Context: an optimization exercise on an open-source flow, tuned for small area, a short achievable clock period and few clock cycles per item. The choices shown serve that exercise and are no tape-out recipe.
In this exercise RTL edits were held to simulation tests only and were not proved equivalent to the original.
Power and IR drop assume default switching activity.

### flow/design.v
`default_nettype none
package cnn_pkg;
	localparam int PIX_W = 8;
	localparam int WGT_W = 4;
	localparam int N_CH = 4;
	localparam int PATCH = 4;
	localparam int KSIZE = 3;
	localparam int N_POS = 4;
	localparam int FEAT_W = 8;
	localparam int FEAT_MAX = 127;
	localparam int ACC_DEFAULT = 20;
	localparam int ADDR_W = 6;
	localparam logic [ADDR_W-1:0] REG_PIX_BASE = ADDR_W'(0);
	localparam logic [ADDR_W-1:0] REG_WGT_BASE = ADDR_W'(16);
	localparam logic [ADDR_W-1:0] REG_BIAS = ADDR_W'(28);
	localparam logic [ADDR_W-1:0] REG_CMD = ADDR_W'(29);
	localparam logic [ADDR_W-1:0] REG_STATUS = ADDR_W'(30);
	localparam logic [ADDR_W-1:0] REG_FEAT = ADDR_W'(31);
	localparam logic [ADDR_W-1:0] REG_MAX = ADDR_W'(32);
	typedef enum logic [1:0] {
		CMD_NOP = 2'd0,
		CMD_START = 2'd1,
		CMD_CLEAR = 2'd2
	} cmd_e;
	typedef enum logic [2:0] {
		S_IDLE,
		S_WINDOW,
		S_MAC,
		S_QUANT,
		S_POOL,
		S_DONE
	} run_state_e;
endpackage
`default_nettype wire
`default_nettype none
module conv_top (
	input  logic        clk,
	input  logic        rst_n,
	input  logic        wb_cyc_i,
	input  logic        wb_stb_i,
	input  logic        wb_we_i,
	input  logic [5:0]  wb_adr_i,
	input  logic [31:0] wb_dat_i,
	output logic [31:0] wb_dat_o,
	output logic        wb_ack_o
);
	logic req, wr, pix_w, wgt_w, bias_w, cmd_w, start_cmd, clear_cmd;
	logic [3:0] widx;
	assign req = wb_cyc_i && wb_stb_i;
	assign wb_ack_o = req;
	assign wr = req && wb_we_i && rst_n;
	assign pix_w = wr && wb_adr_i[5:4] == 2'b00;
	assign wgt_w = wr && wb_adr_i >= 6'd16 && wb_adr_i <= 6'd27;
	assign bias_w = wr && wb_adr_i == 6'd28;
	assign cmd_w = wr && wb_adr_i == 6'd29 && wb_dat_i[31:2] == 30'd0;
	assign start_cmd = cmd_w && wb_dat_i[1:0] == 2'd1;
	assign clear_cmd = cmd_w && wb_dat_i[1:0] == 2'd2;
	assign widx = 4'(wb_adr_i - 6'd16);
	logic [31:0] pix [16];
	logic [15:0] pix_v;
	logic [11:0] wgt [12];
	logic [11:0] wgt_v;
	logic signed [3:0] bias;
	always_ff @(posedge clk) begin
		for (int i = 0; i < 16; i++)
			if (pix_w && wb_adr_i[3:0] == 4'(i)) pix[i] <= wb_dat_i;
		for (int i = 0; i < 12; i++)
			if (wgt_w && widx == 4'(i)) wgt[i] <= wb_dat_i[11:0];
	end
	always_ff @(posedge clk) begin
		if (!rst_n) begin
			pix_v <= '0;
			wgt_v <= '0;
			bias <= '0;
		end else begin
			for (int i = 0; i < 16; i++)
				if (pix_w && wb_adr_i[3:0] == 4'(i)) pix_v[i] <= 1'b1;
			for (int i = 0; i < 12; i++)
				if (wgt_w && widx == 4'(i)) wgt_v[i] <= 1'b1;
			if (bias_w) bias <= wb_dat_i[3:0];
		end
	end
	logic [31:0] old_pix;
	logic [11:0] old_wgt;
	logic [35:0] delta;
	always_comb begin
		old_pix = pix_v[wb_adr_i[3:0]] ? pix[wb_adr_i[3:0]] : 32'd0;
		old_wgt = (widx < 4'd12 && wgt_v[widx]) ? wgt[widx] : 12'd0;
		delta = '0;
		if (pix_w) begin
			for (int x = 0; x < 4; x++)
				delta[x*9 +: 9] = {1'b0, wb_dat_i[(3-x)*8 +: 8]} - {1'b0, old_pix[(3-x)*8 +: 8]};
		end else if (wgt_w) begin
			for (int c = 0; c < 3; c++)
				delta[c*5 +: 5] = {wb_dat_i[(2-c)*4+3], wb_dat_i[(2-c)*4 +: 4]}
					- {old_wgt[(2-c)*4+3], old_wgt[(2-c)*4 +: 4]};
		end
	end
	logic        p1_pix;
	logic [1:0]  p1_ch;
	logic [1:0]  p1_r;
	logic [35:0] p1_d;
	always_ff @(posedge clk) begin
		p1_pix <= pix_w;
		p1_ch <= pix_w ? wb_adr_i[3:2] : 2'(widx / 4'd3);
		p1_r <= pix_w ? wb_adr_i[1:0] : 2'(widx % 4'd3);
		p1_d <= delta;
	end
	logic [31:0] prow [2];
	logic [11:0] wrow [2];
	logic signed [8:0] a [2][4];
	logic signed [4:0] b [2][3];
	logic signed [17:0] psum [4];
	logic signed [17:0] acc [4];
	always_comb begin
		for (int pr = 0; pr < 2; pr++) begin
			logic [3:0] pi;
			logic [3:0] wi;
			logic [2:0] kr;
			pi = {p1_ch, 2'b00} + 4'(p1_r) + 4'(pr);
			prow[pr] = pix_v[pi] ? pix[pi] : 32'd0;
			kr = 3'(p1_r) - 3'(pr);
			wi = 4'(p1_ch) * 4'd3 + 4'(kr);
			wrow[pr] = (kr < 3'd3 && wgt_v[wi]) ? wgt[wi] : 12'd0;
			for (int x = 0; x < 4; x++)
				a[pr][x] = p1_pix ? $signed(p1_d[x*9 +: 9]) : $signed({1'b0, prow[pr][(3-x)*8 +: 8]});
			for (int c = 0; c < 3; c++)
				b[pr][c] = p1_pix ? $signed({wrow[pr][(2-c)*4+3], wrow[pr][(2-c)*4 +: 4]})
					: $signed(p1_d[c*5 +: 5]);
		end
		for (int p = 0; p < 4; p++) begin
			psum[p] = '0;
			for (int c = 0; c < 3; c++)
				psum[p] = psum[p] + 18'(a[p/2][p%2 + c] * b[p/2][c]);
		end
	end
	always_ff @(posedge clk) begin
		if (!rst_n) begin
			for (int p = 0; p < 4; p++) acc[p] <= 18'sd64;
		end else begin
			for (int p = 0; p < 4; p++) acc[p] <= acc[p] + psum[p];
		end
	end
	logic go;
	logic done_q;
	logic [6:0] feat [4];
	logic [6:0] fmax;
	always_ff @(posedge clk) begin
		if (!rst_n) begin
			go <= 1'b0;
			done_q <= 1'b0;
		end else begin
			go <= start_cmd;
			if (start_cmd) done_q <= 1'b1;
			else if (clear_cmd) done_q <= 1'b0;
		end
	end
	always_ff @(posedge clk) begin
		if (!rst_n) begin
			for (int p = 0; p < 4; p++) feat[p] <= '0;
		end else if (go) begin
			for (int p = 0; p < 4; p++) begin
				logic signed [11:0] f;
				f = 12'($signed(acc[p][17:7])) + 12'(bias);
				feat[p] <= f[11] ? 7'd0 : (f >= 12'sd127 ? 7'd127 : f[6:0]);
			end
		end
	end
	always_comb begin
		logic [6:0] m01, m23;
		m01 = feat[0] > feat[1] ? feat[0] : feat[1];
		m23 = feat[2] > feat[3] ? feat[2] : feat[3];
		fmax = m01 > m23 ? m01 : m23;
	end
	always_comb begin
		case (wb_adr_i)
			6'd30: wb_dat_o = {30'd0, done_q, 1'b0};
			6'd31: wb_dat_o = {1'b0, feat[0], 1'b0, feat[1], 1'b0, feat[2], 1'b0, feat[3]};
			6'd32: wb_dat_o = {25'd0, fmax};
			default: wb_dat_o = '0;
		endcase
	end
endmodule
`default_nettype wire
### flow/run.sh
#!/bin/bash
# synth_recipe.tcl (not shown) runs the flow's synth.tcl, then flattens the netlist and writes it again
# the make line also repeats each setting of config.mk as NAME=value (left out here)
make -C /OpenROAD-flow-scripts/flow DESIGN_CONFIG=/design/flow/config.mk WORK_HOME=/design/flow/orfs CLKGATE_MAP_FILE= SYNTH_SCRIPT=/design/flow/synth_recipe.tcl finish
### flow/config.mk
export PLATFORM = sky130hd
export DESIGN_NAME = conv_top
export DESIGN_NICKNAME = conv_top
export VERILOG_FILES = /design/flow/design.v
export SDC_FILE = /design/flow/constraint.sdc
export NUM_CORES = 8
export LEC_CHECK = 0
export CAP_MARGIN = 20
export CORE_MARGIN = 2
export CORE_UTILIZATION = 40
export SLEW_MARGIN = 20
### flow/constraint.sdc
create_clock -name core_clock -period 11.0 [get_ports {clk}]
set_input_delay 2.2000 -clock core_clock [delete_from_list [all_inputs] [get_ports {clk}]]
set_output_delay 2.2000 -clock core_clock [all_outputs]
set_load 0.01 [all_outputs]
==> notes.md <==
[power by group through the flow]
stage / Clock [W] / Combinational, W / Sequential, W
4_1_cts: 0.00347 / 0.00278 / 0.00345
5_1_grt: 0.00358 / 0.00303 / 0.00345
2_1_floorplan: 0 / 0.00159 / 0.00350
6_report: 0.00344 / 0.00296 / 0.00345
3_3_place_gp: 0 / 0.00276 / 0.00352
3_5_place_dp: 0 / 0.00276 / 0.00352
[final timing paths]
path / slack, ns / endpoint / cells after the start / from
setup / recovery: 0.28 / acc[3][17] / 33 / p1_r[0]
hold / removal: 0.48 / done_q / 2 / done_q
setup reg to reg: 0.28 / acc[3][17] / 33 / p1_r[0]
hold reg to reg: 0.48 / done_q / 2 / done_q
[metal layers]
layer | share of wire | up-vias | track usage
met5 | 0.00045 | - | 0.00139
met4 | 0.076 | 20 | 0.194
met3 | 0.14 | 1369 | 0.114
met2 | 0.42 | 4662 | 0.495
met1 | 0.37 | 28400 | 0.427
li1 | - | 23400 | -
[flip-flops by register name (all words and copies together), names as in the netlist]
signal  count
acc        72
bias        4
done_q      1
feat       28
go          1
p1_ch       2
p1_d       36
p1_pix      1
p1_r        2
pix       512
pix_v      16
wgt       144
wgt_v      12
[synth_stat cells, drive strengths merged (13+ instances only)]
library cell,n
nor2b,79
a222oi,96
nand3,151
mux2i,42
a22o,77
a21o,58
edfxtp,656
o221ai,39
a21boi,14
clkbuf,202
o21bai,22
ha,340
nor2,390
o211ai,13
dfxtp,175
nand2,379
a21oi,211
a211oi,69
buf,124
a2111oi,21
nand4,118
or2,107
xor2,41
and3,16
a31oi,23
o21a,54
inv,921
a221oi,52
mux4,33
mux2,34
o21ai,123
xnor2,86
a22oi,549
fa,682
a32oi,30
and2,98
nor3,68
nand2b,87
nor4,16
o31ai,22
nor3b,14
[logic make-up after synthesis]
group,Yosys count
other,1
AOI/OAI and AO/OA,1568
DFF,831
muxes,109
buffers and inverters,1249
xor gates and xnor gates,129
adders and majority gates,1025
and+or+nand+nor,1557
[area by class of cell]
class	instances	area, um2	area share
well taps	2218	2780	0.0363
diodes	1	2.50	0.0000328
multi-input cells	4392	40700	0.533
clock inverters	57	734	0.00962
repair buffers	345	2900	0.0379
flip-flops and latches	831	23200	0.304
inverters	923	3470	0.0454
clock buffers	119	2610	0.0342
[worst max-delay path: cells and delay by family, from the launching register on]
kind	cells	cell delay (ns)
fa+ha+maj	9	4.44
flops	1	0.36
buf+inv	9	0.86
compound gates	9	3.08
mux	1	0.26
simple gates	5	1.63
[metrics by stage]
stage | total power, W | std cells | util
finish | 0.00985 | 8886 | 0.450
global route | 0.0101 | 8886 | 0.450
CTS | 0.00970 | 8881 | 0.449
detailed placement | 0.00628 | 8705 | 0.430
global placement | 0.00628 | 8705 | 0.430
floorplan | 0.00509 | 6472 | -
==> results.ini <==
[placement]
port_buffers = 71
place_hpwl_um = 202000
dp_slack_ns = 0.444
dpl_cell_area_mm2 = 0.0729
finalWeightedCongestion = 1.04

[route]
drc = 0
dr.pass1.iters = 12
postRouteAntennaNets = 0
vias_per_cell = 6.51
drt_iter0_drc = 10300
wire_per_inst_um = 33.4
postRouteWirelength_um = 296000
vias = 57800

[logic_synthesis]
synthCells = 6469
yosysTopAreaCell = edfxtp_1
netlist_area_mm2 = 0.0684
synth-simple-area-share = 0.112
synth_edf_count = 656
synth_top_area_share = 0.288
yosysWarnings = 10
synth_ff_type = edfxtp_1
synth_top_family_by_area = adder cells
yosysUniqueCellTypes = 120
synthMuxAreaShare = 0.0226
synthAdderAreaFrac = 0.262
yosysSeqAreaShare = 0.339
synth_compound_area_frac = 0.175
ys_ff_latch = 831
synthArstFlopShare = 0
synth_xor_area_frac = 0.0172
avgSynthCellArea_um2 = 10.6
synth_area_leaders = edfxtp_1 29%, fa_1 20%, ha_1 6.2%

[floorplan]
design.die.area_mm2 = 0.174
die_w_um = 417
rows = 151
die_y_um = 417
io_pins = 76
core_mm2 = 0.170
start_util = 0.403

[finish]
drive_above_1_share = 0.0978
design_area_mm2 = 0.0764
syn_to_final_growth_pct = 11.7
layout_commonest_cell = inv_1
fillCellCount = 15900
finalNetCount = 7655
final_cell_mix = 915 x inv_1, 682 x fa_1, 656 x edfxtp_1

[sta]
max_freq_ghz = 0.0933
fin_crit_ns = 10.72
timing.final.ws_setup_ns = 0.285
hold_violations = 0
whs_ns = 0.485
fin_tns_setup_ns = 0
slew_viol_final = 0
clock_skew_ns = 0.0800
worst_pin_slew_ns = 1.31
finalSetupViolCount = 0
relSlewSlack = 0.122
rsz0062_at_grt = no
period_share = 0.974

[cts]
numCtsBuffers = 97
clk-insertion-delay-late_ns = 0.78
clk_pin_slew_worst_paths_ns = 0.06
cts.sinks = 831
cts_resized = 0
hold_buffers = 0
postCtsSetupBuffers = 0
tritoncts = done
cts_root_buffer = clkbuf_16
ctsLongestPathBuffers = 3
cts_htree_levels = 3

[pwr]
power_frac_comb = 0.300
intPower_w = 0.00629
p_per_area_mw_per_mm2 = 129
switchingPower_w = 0.00356
p_clk_frac = 0.349
swShare = 0.362
ir_drop_v = 0.000146
p_leak_nw = 30.1
pwr-share-seq = 0.350

[worst_setup_path]
cp_common_cell = inv_1
end_kind = register
critPathLaunchType = register
slowest_stage = a31oi_2
crit_arrival_ns = 11.36
cp_slowest_stage_delay_ns = 0.74
worstPathRequired_ns = 11.64
crit_fanout = 16
path_class = reg -> reg

[outcome]
status = finished clean

[global_route]
track_usage = 0.335
antenna_found_initial = 17
first_global_vias = 57500
grt_max_degree = 67
grt_first_pass_wirelength_um = 420000
grt-ovfl-total = 0

[flow_run]
cap_violations = 0

[worst_hold_path]
hold_class = reg -> reg

Testbench counts, summed over its fixed seeds: cycles 11,761, jobs 512.

==> afterwards: timing with drivers on the ports <==
Ports are ideal in the flow. The routed layout listed here was re-timed in OpenROAD.
Step 1, drivers: a clkbuf_16 drives clk and a buf_2 each remaining input, both assumed.
Step 2 adds t to the input delays and takes it off the output delays; t is the mean of the earliest and latest rising clock arrival at the registers after step 1. Input paths then give back, and output paths get back, about the clock's delay inside the block.
a / b / c = ideal / step 1 / step 2; a / b = the first two.
shift t [ns]: 0.826
setup WS [ns]: 0.285 / 0.285 / 0.285
cell pins on the clock port's net: 1
After both steps setup and hold are still met in this run. For this run, drivers alone change the setup slack by 0.000 ns; drivers and shift together by 0.000 ns.
